What follows belongs to an exercise in optimizing a design on an open flow for small area, a short achievable clock period and few clock cycles per item; a production flow would make more cautious choices. At most, simulation tests tie the RTL to the original design; equivalence was not proved. Only the layout flow was run in run 2; the RTL was not checked for function there.

==> flow/design.v (outline; a module is shown in full before it is edited, if it fits) <==
// module gemv_dot_pipe: 2719 lines
// module gemv_dot_fin: 10 lines
// module gemv_stream_engine: 120 lines
module gemv_stream_engine
#(
  parameter int unsigned SZ     = gemv_pkg::SZ_DEF,
  parameter int unsigned DW     = gemv_pkg::DW_DEF,
  parameter int unsigned N_ROWS = gemv_pkg::N_ROWS_DEF,
  parameter int unsigned AW     = gemv_pkg::gemv_aw(SZ, DW),
  localparam int unsigned IW    = (N_ROWS > 1) ? $clog2(N_ROWS) : 1
) (
  input  logic             clk,
  input  logic             rst_n,
  input  logic             start_i,
  input  logic             accum_i,
  input  logic [SZ*DW-1:0] w_i,
  input  logic             a_valid_i,
  output logic             a_ready_o,
  input  logic [SZ*DW-1:0] a_row_i,
  output logic             o_valid_o,
  input  logic             o_ready_i,
  output logic [DW-1:0]    o_data_o,
  output logic [IW-1:0]    o_idx_o,
  output logic             busy_o,
  output logic             done_o,
  output logic             ovf_o
);
  // ...
==> flow/flow/run.sh <==
#!/bin/bash
# The standard layout, with the port buffers made from buf_4 cells instead of
# the buffer_ports default (a slow delay cell the resizer cannot swap out).
set -euo pipefail
export BUFFER_PORTS_ARGS="-buffer_cell sky130_fd_sc_hd__buf_4"
bash standard.sh finish > standard.log 2>&1
==> flow/standard.sh <==
#!/bin/bash
# synth_recipe.tcl (not shown) runs the flow's synth.tcl, then flattens the netlist and writes it again
# the make line also repeats each setting of config.mk as NAME=value (left out here)
make -C /OpenROAD-flow-scripts/flow DESIGN_CONFIG=/design/flow/config.mk WORK_HOME=/design/flow/orfs CLKGATE_MAP_FILE= SYNTH_SCRIPT=/design/flow/synth_recipe.tcl "${@:-finish}"
==> flow/config.mk <==
export PLATFORM = sky130hd
export DESIGN_NAME = gemv_stream_engine
export DESIGN_NICKNAME = gemv_stream_engine
export VERILOG_FILES = /design/flow/design.v
export SDC_FILE = /design/flow/constraint.sdc
export NUM_CORES = 4
export LEC_CHECK = 0
export ABC_AREA = 1
export CAP_MARGIN = 20
export CORE_MARGIN = 2
export CORE_UTILIZATION = 40
export SETUP_SLACK_MARGIN = 2.5
export SLEW_MARGIN = 20
==> flow/constraint.sdc <==
create_clock -name core_clock -period 9.0 [get_ports {clk}]
set_input_delay 1.8000 -clock core_clock [delete_from_list [all_inputs] [get_ports {clk}]]
set_output_delay 1.8000 -clock core_clock [all_outputs]
set_load 0.01 [all_outputs]
==> reports/qor_table.md, run 1 <==
| Metric | This run |
|---|---|
| Proportion of synthesized area in mux cells | 0 |
| Kind of capture point of the worst setup path | flip-flop |
| Critical setup path kind | flip-flop to flip-flop |
| Final setup violation count | 0 |
| CP cell instances | clkinvlp_4 > o21ai_1 > buf_4 > o22ai_1 > xor2_1 > fa_1 > inv_1 > fa_1 > fa_1 > fa_1 > fa_1 > fa_1 > inv_1 > fa_1 |
| Hold Path Cell Cnt | 0 |
| Met2 Use GR | 0.475 |
| Portion of the post-synthesis area used by sequential elements | 0.226 |
| Fraction of final layout cells with drive strength greater than 1 | 0.0907 |
| Global routing usage summed across all routing layers | 0.300 |
| Buffering overhead | 0.0400 |
| Maximum number of pins on one net before global-route repair | 75 |
| Share of synthesized cell area in and, or, nand and nor gates | 0.107 |
| Min-Delay Endpoint | acc_b_q[23] |
| Number of antenna violations at the first check in global routing | 1 |
| Worst hold path startpoint | acc_a_q[23] |
| Initial core utilization | 0.405 |
| Routed length on met1 | 41300 um |
| Dominant combinational cell family by area after synthesis | adder cells |
| Number of enable-type register cells in the synthesized netlist | 188 |
| Tapcell count | 855 |
| Period utilisation layout | 0.690 |
| Die extent in x | 259 um |
| Final Instance Area | 28400 um^2 |
| Number of post-CTS setup repair buffers | 0 |
| Clock Tree Buf Depth | 2 |
| Fraction of the mapped netlist area in compound gates | 0.113 |
| Critical path fanouts, max | 15 |
| Non-clock inverter count in the final layout | 504 |
| Global routing usage on met1 | 0.411 |
| Cell family with most CP delay | adder cells |
| Top cell category | multi-input combinational cells |
| Outcome | complete, no violations |
| Post-route non-filler standard cell count | 3723 |
| Port-buffer cells | 124 |
Testbench counts, summed over its fixed seeds: cycles 16,000, items 9,600.
==> module gemv_stream_engine, before the edit <==
module gemv_stream_engine
#(
  parameter int unsigned SZ     = gemv_pkg::SZ_DEF,
  parameter int unsigned DW     = gemv_pkg::DW_DEF,
  parameter int unsigned N_ROWS = gemv_pkg::N_ROWS_DEF,
  parameter int unsigned AW     = gemv_pkg::gemv_aw(SZ, DW),
  localparam int unsigned IW    = (N_ROWS > 1) ? $clog2(N_ROWS) : 1
) (
  input  logic             clk,
  input  logic             rst_n,
  input  logic             start_i,
  input  logic             accum_i,
  input  logic [SZ*DW-1:0] w_i,
  input  logic             a_valid_i,
  output logic             a_ready_o,
  input  logic [SZ*DW-1:0] a_row_i,
  output logic             o_valid_o,
  input  logic             o_ready_i,
  output logic [DW-1:0]    o_data_o,
  output logic [IW-1:0]    o_idx_o,
  output logic             busy_o,
  output logic             done_o,
  output logic             ovf_o
);
  localparam int unsigned CW = $clog2(N_ROWS) + 1;
  logic             busy_q;
  logic [CW-1:0]    in_cnt_q;      
  logic             pend_q;        
  logic             accum_q;
  logic             ovf_q;
  logic             vld_m_q;       
  logic             vld_a_q;
  logic             vld_b_q;
  logic [SZ*DW-1:0] w_q;
  logic [gemv_pkg::MID_W-1:0] mid_q;
  logic [AW-1:0]    acc_a_q;
  logic [AW-1:0]    acc_b_q;
  logic             start_c;
  logic             accept_c;
  logic             out_hs_c;
  logic             last_c;
  logic [AW-1:0]    acc_add_c;
  logic [gemv_pkg::MID_W-1:0] cs_c;
  logic [AW-1:0]    v_c;
  logic signed [63:0] res_wide_c;
  logic signed [63:0] sat_c;
  logic             clamp_c;
  assign start_c   = start_i && !busy_q;
  assign out_hs_c  = pend_q && o_ready_i;
  assign a_ready_o = busy_q && (in_cnt_q != CW'(N_ROWS)) && (!pend_q || o_ready_i);
  assign accept_c  = a_valid_i && a_ready_o;
  assign last_c    = out_hs_c && (in_cnt_q == CW'(N_ROWS));
  assign acc_add_c = (accum_q && vld_b_q) ? acc_b_q : '0;
  gemv_dot_pipe u_dot (
    .w_i       (w_q),
    .row_i     (a_row_i),
    .acc_add_i (acc_add_c),
    .cs_o      (cs_c)
  );
  gemv_dot_fin u_fin (
    .cs_i (mid_q),
    .v_o  (v_c)
  );
  assign res_wide_c = 64'($signed(v_c));
  assign sat_c      = gemv_pkg::sat_to_dw(res_wide_c, DW);
  assign clamp_c    = (sat_c != res_wide_c);
  assign busy_o    = busy_q;
  assign o_valid_o = pend_q;
  assign o_data_o  = DW'(sat_c);
  assign o_idx_o   = IW'(in_cnt_q - CW'(1));
  assign done_o    = last_c;
  assign ovf_o     = ovf_q || (pend_q && clamp_c);
  always_ff @(posedge clk or negedge rst_n) begin
    if (!rst_n) begin
      busy_q   <= 1'b0;
      in_cnt_q <= '0;
      pend_q   <= 1'b0;
      accum_q  <= 1'b0;
      ovf_q    <= 1'b0;
      vld_m_q  <= 1'b0;
      vld_a_q  <= 1'b0;
      vld_b_q  <= 1'b0;
    end else begin
      if (start_c) begin
        busy_q   <= 1'b1;
        in_cnt_q <= '0;
        accum_q  <= accum_i;
        ovf_q    <= 1'b0;
      end else begin
        if (last_c) begin
          busy_q <= 1'b0;
        end
        if (accept_c) begin
          in_cnt_q <= in_cnt_q + CW'(1);
        end
        if (out_hs_c && clamp_c) begin
          ovf_q <= 1'b1;
        end
      end
      if (accept_c) begin
        pend_q  <= 1'b1;
        vld_m_q <= 1'b1;
        vld_a_q <= vld_m_q;
        vld_b_q <= vld_a_q;
      end else if (out_hs_c) begin
        pend_q <= 1'b0;
      end
    end
  end
  always_ff @(posedge clk) begin
    if (start_c) begin
      w_q <= w_i;
    end
    if (accept_c) begin
      mid_q   <= cs_c;
      acc_a_q <= v_c;
      acc_b_q <= acc_a_q;
    end
  end
endmodule
==> inputs of run 2 (changes only) <==
--- a/flow/design.v
+++ b/flow/design.v
@@ -1,13 +1,18 @@
 package gemv_pkg;
   localparam int unsigned SZ_DEF     = 3;
   localparam int unsigned DW_DEF     = 16;
   localparam int unsigned N_ROWS_DEF = 3;
-  localparam int unsigned MID_W      = 70;
+  typedef enum logic [1:0] {
+    IDLE  = 2'd0,
+    RUN   = 2'd1,
+    DRAIN = 2'd2,
+    DONE  = 2'd3
+  } state_t;
   function automatic integer gemv_aw(input integer sz, input integer dw);
     gemv_aw = 2 * dw + $clog2(sz) + 1;
   endfunction
   function automatic logic signed [63:0] sat_to_dw(input logic signed [63:0] v,
                                                    input integer              dw);
     logic signed [63:0] hi;
     logic signed [63:0] lo;
     hi = (64'sd1 <<< (dw - 1)) - 64'sd1;
@@ -20,17 +25,18 @@
       sat_to_dw = v;
     end
   endfunction
 endpackage
 module gemv_dot_pipe (
   input  logic [47:0] w_i,
   input  logic [47:0] row_i,
   input  logic [34:0] acc_add_i,
-  output logic [69:0] cs_o
+  output logic [34:0] s_o,
+  output logic [34:0] c_o
 );
   logic one_0_0;
   logic two_0_0;
   logic neg_0_0;
   logic pp_0_0_0;
   logic pp_0_0_1;
   logic pp_0_0_2;
   logic pp_0_0_3;
@@ -2664,96 +2670,18 @@
   assign c834 = (c708 & s771) | (c770 & (c708 ^ s771));
   assign s835 = acc_add_i[31] ^ c710 ^ c772;
   assign c836 = (acc_add_i[31] & c710) | (c772 & (acc_add_i[31] ^ c710));
   assign s837 = 1'b1 ^ acc_add_i[32];
   assign c838 = 1'b1 & acc_add_i[32];
   assign s839 = 1'b1 ^ acc_add_i[33];
   assign c840 = 1'b1 & acc_add_i[33];
   assign s841 = 1'b1 ^ acc_add_i[34];
-  assign cs_o[0] = s711;
-  assign cs_o[1] = s773;
-  assign cs_o[2] = c774;
-  assign cs_o[3] = s775;
-  assign cs_o[4] = c776;
-  assign cs_o[5] = s777;
-  assign cs_o[6] = c778;
-  assign cs_o[7] = s779;
-  assign cs_o[8] = c780;
-  assign cs_o[9] = s781;
-  assign cs_o[10] = c782;
-  assign cs_o[11] = s783;
-  assign cs_o[12] = c784;
-  assign cs_o[13] = s785;
-  assign cs_o[14] = c786;
-  assign cs_o[15] = s787;
-  assign cs_o[16] = c788;
-  assign cs_o[17] = s789;
-  assign cs_o[18] = c790;
-  assign cs_o[19] = s791;
-  assign cs_o[20] = c792;
-  assign cs_o[21] = s793;
-  assign cs_o[22] = c794;
-  assign cs_o[23] = s795;
-  assign cs_o[24] = c796;
-  assign cs_o[25] = s797;
-  assign cs_o[26] = c798;
-  assign cs_o[27] = s799;
-  assign cs_o[28] = c800;
-  assign cs_o[29] = s801;
-  assign cs_o[30] = c802;
-  assign cs_o[31] = s803;
-  assign cs_o[32] = c804;
-  assign cs_o[33] = s805;
-  assign cs_o[34] = c806;
-  assign cs_o[35] = s807;
-  assign cs_o[36] = c808;
-  assign cs_o[37] = s809;
-  assign cs_o[38] = s811;
-  assign cs_o[39] = c810;
-  assign cs_o[40] = c812;
-  assign cs_o[41] = s813;
-  assign cs_o[42] = c814;
-  assign cs_o[43] = s815;
-  assign cs_o[44] = s817;
-  assign cs_o[45] = c816;
-  assign cs_o[46] = s819;
-  assign cs_o[47] = c818;
-  assign cs_o[48] = s821;
-  assign cs_o[49] = c820;
-  assign cs_o[50] = s823;
-  assign cs_o[51] = c822;
-  assign cs_o[52] = s825;
-  assign cs_o[53] = c824;
-  assign cs_o[54] = s827;
-  assign cs_o[55] = c826;
-  assign cs_o[56] = s829;
-  assign cs_o[57] = c828;
-  assign cs_o[58] = s831;
-  assign cs_o[59] = c830;
-  assign cs_o[60] = s833;
-  assign cs_o[61] = c832;
-  assign cs_o[62] = s835;
-  assign cs_o[63] = c834;
-  assign cs_o[64] = s837;
-  assign cs_o[65] = c836;
-  assign cs_o[66] = c838;
-  assign cs_o[67] = s839;
-  assign cs_o[68] = c840;
-  assign cs_o[69] = s841;
-endmodule
-module gemv_dot_fin (
-  input  logic [69:0] cs_i,
-  output logic [34:0] v_o
-);
-  logic [34:0] row0;
-  logic [34:0] row1;
-  assign row0 = {cs_i[68], cs_i[66], cs_i[64], cs_i[62], cs_i[60], cs_i[58], cs_i[56], cs_i[54], cs_i[52], cs_i[50], cs_i[48], cs_i[46], cs_i[44], cs_i[42], cs_i[40], cs_i[38], cs_i[36], cs_i[34], cs_i[32], cs_i[30], cs_i[28], cs_i[26], cs_i[24], cs_i[22], cs_i[20], cs_i[18], cs_i[16], cs_i[14], cs_i[12], cs_i[10], cs_i[8], cs_i[6], cs_i[4], cs_i[2], cs_i[0]};
-  assign row1 = {cs_i[69], cs_i[67], cs_i[65], cs_i[63], cs_i[61], cs_i[59], cs_i[57], cs_i[55], cs_i[53], cs_i[51], cs_i[49], cs_i[47], cs_i[45], cs_i[43], cs_i[41], cs_i[39], cs_i[37], cs_i[35], cs_i[33], cs_i[31], cs_i[29], cs_i[27], cs_i[25], cs_i[23], cs_i[21], cs_i[19], cs_i[17], cs_i[15], cs_i[13], cs_i[11], cs_i[9], cs_i[7], cs_i[5], cs_i[3], cs_i[1]};
-  assign v_o = row0 + row1;
+  assign s_o = {c840, c838, s837, s835, s833, s831, s829, s827, s825, s823, s821, s819, s817, c814, c812, s811, c808, c806, c804, c802, c800, c798, c796, c794, c792, c790, c788, c786, c784, c782, c780, c778, c776, c774, s711};
+  assign c_o = {s841, s839, c836, c834, c832, c830, c828, c826, c824, c822, c820, c818, c816, s815, s813, c810, s809, s807, s805, s803, s801, s799, s797, s795, s793, s791, s789, s787, s785, s783, s781, s779, s777, s775, s773};
 endmodule
 module gemv_stream_engine
 #(
   parameter int unsigned SZ     = gemv_pkg::SZ_DEF,
   parameter int unsigned DW     = gemv_pkg::DW_DEF,
   parameter int unsigned N_ROWS = gemv_pkg::N_ROWS_DEF,
   parameter int unsigned AW     = gemv_pkg::gemv_aw(SZ, DW),
   localparam int unsigned IW    = (N_ROWS > 1) ? $clog2(N_ROWS) : 1
@@ -2779,45 +2707,45 @@
   logic [CW-1:0]    in_cnt_q;      
   logic             pend_q;        
   logic             accum_q;
   logic             ovf_q;
   logic             vld_m_q;       
   logic             vld_a_q;
   logic             vld_b_q;
   logic [SZ*DW-1:0] w_q;
-  logic [gemv_pkg::MID_W-1:0] mid_q;
+  logic [AW-1:0]    mid_s_q;
+  logic [AW-1:0]    mid_c_q;
   logic [AW-1:0]    acc_a_q;
   logic [AW-1:0]    acc_b_q;
   logic             start_c;
   logic             accept_c;
   logic             out_hs_c;
   logic             last_c;
   logic [AW-1:0]    acc_add_c;
-  logic [gemv_pkg::MID_W-1:0] cs_c;
+  logic [AW-1:0]    s_c;
+  logic [AW-1:0]    c_c;
   logic [AW-1:0]    v_c;
   logic signed [63:0] res_wide_c;
   logic signed [63:0] sat_c;
   logic             clamp_c;
   assign start_c   = start_i && !busy_q;
   assign out_hs_c  = pend_q && o_ready_i;
   assign a_ready_o = busy_q && (in_cnt_q != CW'(N_ROWS)) && (!pend_q || o_ready_i);
   assign accept_c  = a_valid_i && a_ready_o;
   assign last_c    = out_hs_c && (in_cnt_q == CW'(N_ROWS));
   assign acc_add_c = (accum_q && vld_b_q) ? acc_b_q : '0;
   gemv_dot_pipe u_dot (
     .w_i       (w_q),
     .row_i     (a_row_i),
     .acc_add_i (acc_add_c),
-    .cs_o      (cs_c)
-  );
-  gemv_dot_fin u_fin (
-    .cs_i (mid_q),
-    .v_o  (v_c)
+    .s_o       (s_c),
+    .c_o       (c_c)
   );
+  assign v_c        = mid_s_q + mid_c_q;
   assign res_wide_c = 64'($signed(v_c));
   assign sat_c      = gemv_pkg::sat_to_dw(res_wide_c, DW);
   assign clamp_c    = (sat_c != res_wide_c);
   assign busy_o    = busy_q;
   assign o_valid_o = pend_q;
   assign o_data_o  = DW'(sat_c);
   assign o_idx_o   = IW'(in_cnt_q - CW'(1));
   assign done_o    = last_c;
@@ -2859,14 +2787,15 @@
       end
     end
   end
   always_ff @(posedge clk) begin
     if (start_c) begin
       w_q <= w_i;
     end
     if (accept_c) begin
-      mid_q   <= cs_c;
+      mid_s_q <= s_c;
+      mid_c_q <= c_c;
       acc_a_q <= v_c;
       acc_b_q <= acc_a_q;
     end
   end
 endmodule
==> flow/run.sh (new file) <==
#!/bin/bash
# synth_recipe.tcl (not shown) runs the flow's synth.tcl, then flattens the netlist and writes it again
# the make line also repeats each setting of config.mk as NAME=value (left out here)
make -C /OpenROAD-flow-scripts/flow DESIGN_CONFIG=/design/flow/config.mk WORK_HOME=/design/flow/orfs CLKGATE_MAP_FILE= SYNTH_SCRIPT=/design/flow/synth_recipe.tcl finish
--- a/flow/config.mk
+++ b/flow/config.mk
@@ -4,10 +4,9 @@
 export VERILOG_FILES = /design/flow/design.v
 export SDC_FILE = /design/flow/constraint.sdc
 export NUM_CORES = 4
 export LEC_CHECK = 0
 export ABC_AREA = 1
 export CAP_MARGIN = 20
 export CORE_MARGIN = 2
 export CORE_UTILIZATION = 40
-export SETUP_SLACK_MARGIN = 2.5
 export SLEW_MARGIN = 20
removed: flow/flow/run.sh
removed: flow/standard.sh
==> reports/qor_table.md, run 2 <==
| Metric | This run | vs previous |
|---|---|---|
| Outcome | complete, no violations | unchanged |
| Cell taking the most area after synthesis | fa_1 | unchanged |
| Yosys warning total | 1 | unchanged |
| Hold Path Cell Cnt | 0 | unchanged |
| Synth Net Count | 3405 | was 3390 |
| Minimum setup slack after placement | 1.82 ns | was 2.45 ns |
| Most frequent cells after synthesis | inv_1 (463), nand2_1 (450), fa_1 (400) | was inv_1 (478), nand2_1 (430), fa_1 (400) |
| Reg-to-Reg End | mid_c_q[18] | was mid_q[31] |
| Flip-flop count of the largest register, all copies and words added | 48 | was 70 |
| Number of sinks handled by clock tree synthesis | 198 | unchanged |
| Commonest cells after routing, fill and taps aside | inv_1 (461), nand2_1 (450), fa_1 (400) | was inv_1 (476), nand2_1 (430), fa_1 (400) |
| Kind of capture point of the worst setup path | output port | was flip-flop |
| Hold_ws | 0.423 ns | was 0.417 ns |
| Post-synthesis average cell area | 9.20 um^2 | was 9.22 um^2 |
| Fin Setup TNS | 0 ns | unchanged |
| Routed wl met2 | 41700 um | was 45400 um |
| Die extent in x | 260 um | was 259 um |
| Cell area after technology mapping | 26200 um^2 | was 26100 um^2 |
| Routed length on met3 | 8150 um | was 9040 um |
| CTS Hold Bufs | 0 | unchanged |
| Post-layout min period | 6.92 ns | was 6.21 ns |
| Share of synthesized flip-flops with an asynchronous set or reset | 0.0505 | unchanged |
| Layout Area Growth over Synthesis | 10.2% | was 8.65% |
| Max-cap violations | 0 | unchanged |
| Number of post-CTS setup repair buffers | 0 | unchanged |
| Standard-cell rows | 93 | unchanged |
| Routed length on met1 | 40300 um | was 41300 um |
| Detailed-route DRC error count | 0 | unchanged |
| Slew at the pin closest to its max-slew limit | 1.14 ns | was 1.18 ns |
| Initial core utilization | 0.405 | about the same |
| Maximum number of pins on one net before global-route repair | 86 | was 75 |
| Root Driver | clkbuf_16 | unchanged |
| Detailed placer's ending HPWL | 77900 um | was 81200 um |
| Critical path fanouts, max | 15 | unchanged |
| Max transition margin | 0.240 | was 0.210 |
| Final-report hold violation count | 0 | unchanged |
| Reg2Reg Setup Slack | 2.75 ns | was 2.79 ns |
| Fraction of final layout cells with drive strength greater than 1 | 0.0543 | was 0.0907 |
| Dominant cell by count in the synthesized netlist | inv_1 | unchanged |
| Post-route non-filler standard cell count | 3745 | was 3723 |
| Worst hold path startpoint | acc_a_q[17] | was acc_a_q[23] |
| Pins Over Slew Limit | 0 | unchanged |
| Detail-routed via count per cell | 5.50 | was 5.67 |
| Worst R2R Start | w_q[3] | unchanged |
| Clock insertion delay at the later pin of the skew report | 0.50 ns | was 0.53 ns |
| Share of synthesized cell area in and, or, nand and nor gates | 0.112 | was 0.107 |
| Distinct cell type count after synthesis | 42 | was 46 |
| Die area | 67500 um^2 | was 67300 um^2 |
| Main synth FF type | edfxtp_1 | unchanged |
| Min-Delay Endpoint | acc_b_q[17] | was acc_b_q[23] |
| First-pass GRT wire length | 139000 um | was 144000 um |
| First-pass DRT Iterations | 5 | was 9 |
| Vertical extent of the die | 260 um | was 259 um |
| Final weighted congestion of routability-driven global placement | 1.01 | was 0.972 |
| Topmost layer with routed signal wires | met4 | unchanged |
| Area post-placement | 28200 um^2 | was 27700 um^2 |
| Setup repair after global routing missed its margin | no | unchanged |
| CP Data Arrival Time | 5.12 ns | was 6.47 ns |
| Instance count of the mapped netlist | 2847 | was 2832 |
| Most common cell after layout, fill and taps aside | inv_1 | unchanged |
| Via total after detailed routing | 20600 | was 21100 |
| Layout net count | 3435 | was 3413 |
| Number of DRC markers in iteration 0 | 1924 | was 2439 |
| Sort of element at the start of the critical path | flip-flop | unchanged |
| Resize count post-CTS | 0 | unchanged |
| Portion of the post-synthesis area used by sequential elements | 0.225 | was 0.226 |
| Fraction of the mapped netlist area in compound gates | 0.111 | was 0.113 |
| Area inside the core boundary | 64600 um^2 | was 64500 um^2 |
| Hold crit path type | flip-flop to flip-flop | unchanged |
| Number of antenna violations at the first check in global routing | 0 | was 1 |
| XOR/XNOR share of the synthesized area | 0.126 | was 0.127 |
| Via count of the first global-routing pass | 21000 | was 21200 |
| Clock buffers created by TritonCTS | 17 | unchanged |
| Global routing usage summed across all routing layers | 0.283 | was 0.300 |
| Clock Skews | 0.0236 ns | was 0.0308 ns |
| Final-layout fill cell count | 6241 | was 6381 |
| Share of the core filled with cells in the final layout | 0.447 | was 0.440 |
| Number of nets with antenna violations after detailed routing | 0 | unchanged |
| Critical setup path kind | flip-flop to output port | was flip-flop to flip-flop |
| Adder-cell share of the synthesized area | 0.333 | was 0.334 |
| Proportion of synthesized area in mux cells | 0 | unchanged |
| Final setup violation count | 0 | unchanged |
| Final WS setup | 2.08 ns | was 2.79 ns |
| Largest Register | w_q | was mid_q |
| Port-buffer cells | 124 | unchanged |
| Max Freq | 0.145 GHz | was 0.161 GHz |
| Portion of synthesized cell area occupied by the leading cell type | 0.306 | was 0.307 |
| Final Instance Area | 28800 um^2 | was 28400 um^2 |
| Max H-tree Level | 4 | unchanged |
| Total placed cells including tap cells | 3713 | was 3690 |
| Number of flip-flops and latches in the synthesized netlist | 198 | unchanged |
| Final wirelength | 93800 um | was 99400 um |
| Boundary Pins | 125 | unchanged |
| Inserted Diodes | 0 | unchanged |
| Clock Tree Buf Depth | 2 | unchanged |
| R2R cell count | 13 | was 14 |
| Number of enable-type register cells in the synthesized netlist | 188 | unchanged |
| Synth top area cells | fa_1 (31%), edfxtp_1 (22%), xor2_1 (12%) | unchanged |
| Crit path required time | 7.20 ns | was 9.26 ns |
| Clock slew at the register clock pins of the worst setup and hold paths | 0.10 ns | was 0.09 ns |
| Post-detailed-route wirelength per cell | 25.0 um | was 26.7 um |
| Period utilisation layout | 0.768 | was 0.690 |
| Dominant combinational cell family by area after synthesis | adder cells | unchanged |
| CTS tree | built | unchanged |
| Grt total ovfl | 0 | unchanged |
==> run 2: cell types whose count changed in the layout (fill, tap and decap cells not counted), moves of 6 or more <==
cell / previous run / this run
nand2_1: 430 / 450
buf_4: 151 / 34
inv_1: 476 / 461
o21ai_0: 78 / 71
nor2_2: 7 / 13
nand2_2: 14 / 23
clkdlybuf4s50_1: 0 / 124
==> run 2: layout make-up <==
type | count | area (um^2) | share of cell area
multi-input cells | 2010 | 17900 | 0.620
flip-flops and latches | 198 | 5900 | 0.204
inverters | 492 | 1850 | 0.0642
repair buffers | 158 | 1500 | 0.0519
well taps | 855 | 1070 | 0.0371
clock buffers | 17 | 425 | 0.0147
clock inverters | 15 | 230 | 0.00798
==> run 2: how the worst max path moves through the flow <==
stage	from	end	slack, ns
2_1_floorplan	a_row_i[4]	mid_c_q[18]	2.85
3_3_place_gp	a_row_i[31]	mid_c_q[18]	1.89
3_5_place_dp	a_row_i[31]	mid_c_q[18]	1.82
4_1_cts	mid_s_q[0]	ovf_o	1.99
5_1_grt	mid_s_q[0]	ovf_o	1.70
6_report	mid_s_q[0]	ovf_o	2.08
==> run 2: logic make-up (layout without fill, tap and decap cells) <==
kind of cell	after synthesis	after routing
xor+xnor	377	377
buf+inv	639	682
fa+ha+maj	456	456
simple gates	697	697
compound gates	480	480
flops	198	198
==> run 2: worst max-delay path, stage by stage, from the launching register on <==
cell	delay, ns
edfxtp_1	0.34
ha_1	0.39
inv_1	0.10
fa_1	0.40
inv_1	0.14
nand2_1	0.11
nand2_1	0.08
nand3_1	0.09
nand2_1	0.13
nand2_1	0.11
nand2_1	0.13
nand2_1	0.18
nand3_1	0.13
nand2_1	0.07
nor2_1	0.08
nand3_1	0.07
nor2_1	0.31
nand4_1	0.14
ha_1	0.73
nand2_1	0.15
nand3_2	0.11
nand2_1	0.05
nand2_1	0.05
clkdlybuf4s50_1	0.52
==> run 2: layer usage <==
layer  global-route usage  up-vias
li1                     -     9214
met2                0.439      943
met4                0.107        0
met5                    0        -
met1                0.384    10300
met3               0.0687      143

[separate check: timing with driven ports]
How much do the figures lean on ideal ports? The routed layouts below were timed once more, with nothing changed but the port constraints.
Step 1: set_driving_cell puts a clkbuf_16 on clk and a buf_2 on each other input, an assumption about the parent block.
Step 2 times the ports against the registers' clock, not the clock port: input delays grow and output delays shrink by t, the midpoint of the rising clock arrivals with the driver on.
Slacks: ideal ports / drivers / drivers and shift; pairs: ideal ports / drivers.
run | t, ns | setup WS [ns] | latest minus earliest clock arrival (ns) | slew at the worst register clock pin (ns) | worst slew at a driven data input, ns
run 1 | 0.579 | 2.789 / 2.789 / 2.376 | 0.031 / 0.031 | 0.11 / 0.11 | 0.05
run 2 | 0.548 | 2.085 / 2.026 / 1.753 | 0.025 / 0.024 | 0.11 / 0.11 | 0.09
After both steps every run listed still meets setup and hold. For run 1, which loses most, drivers alone change the setup slack by 0.000 ns; drivers and shift together by -0.413 ns.
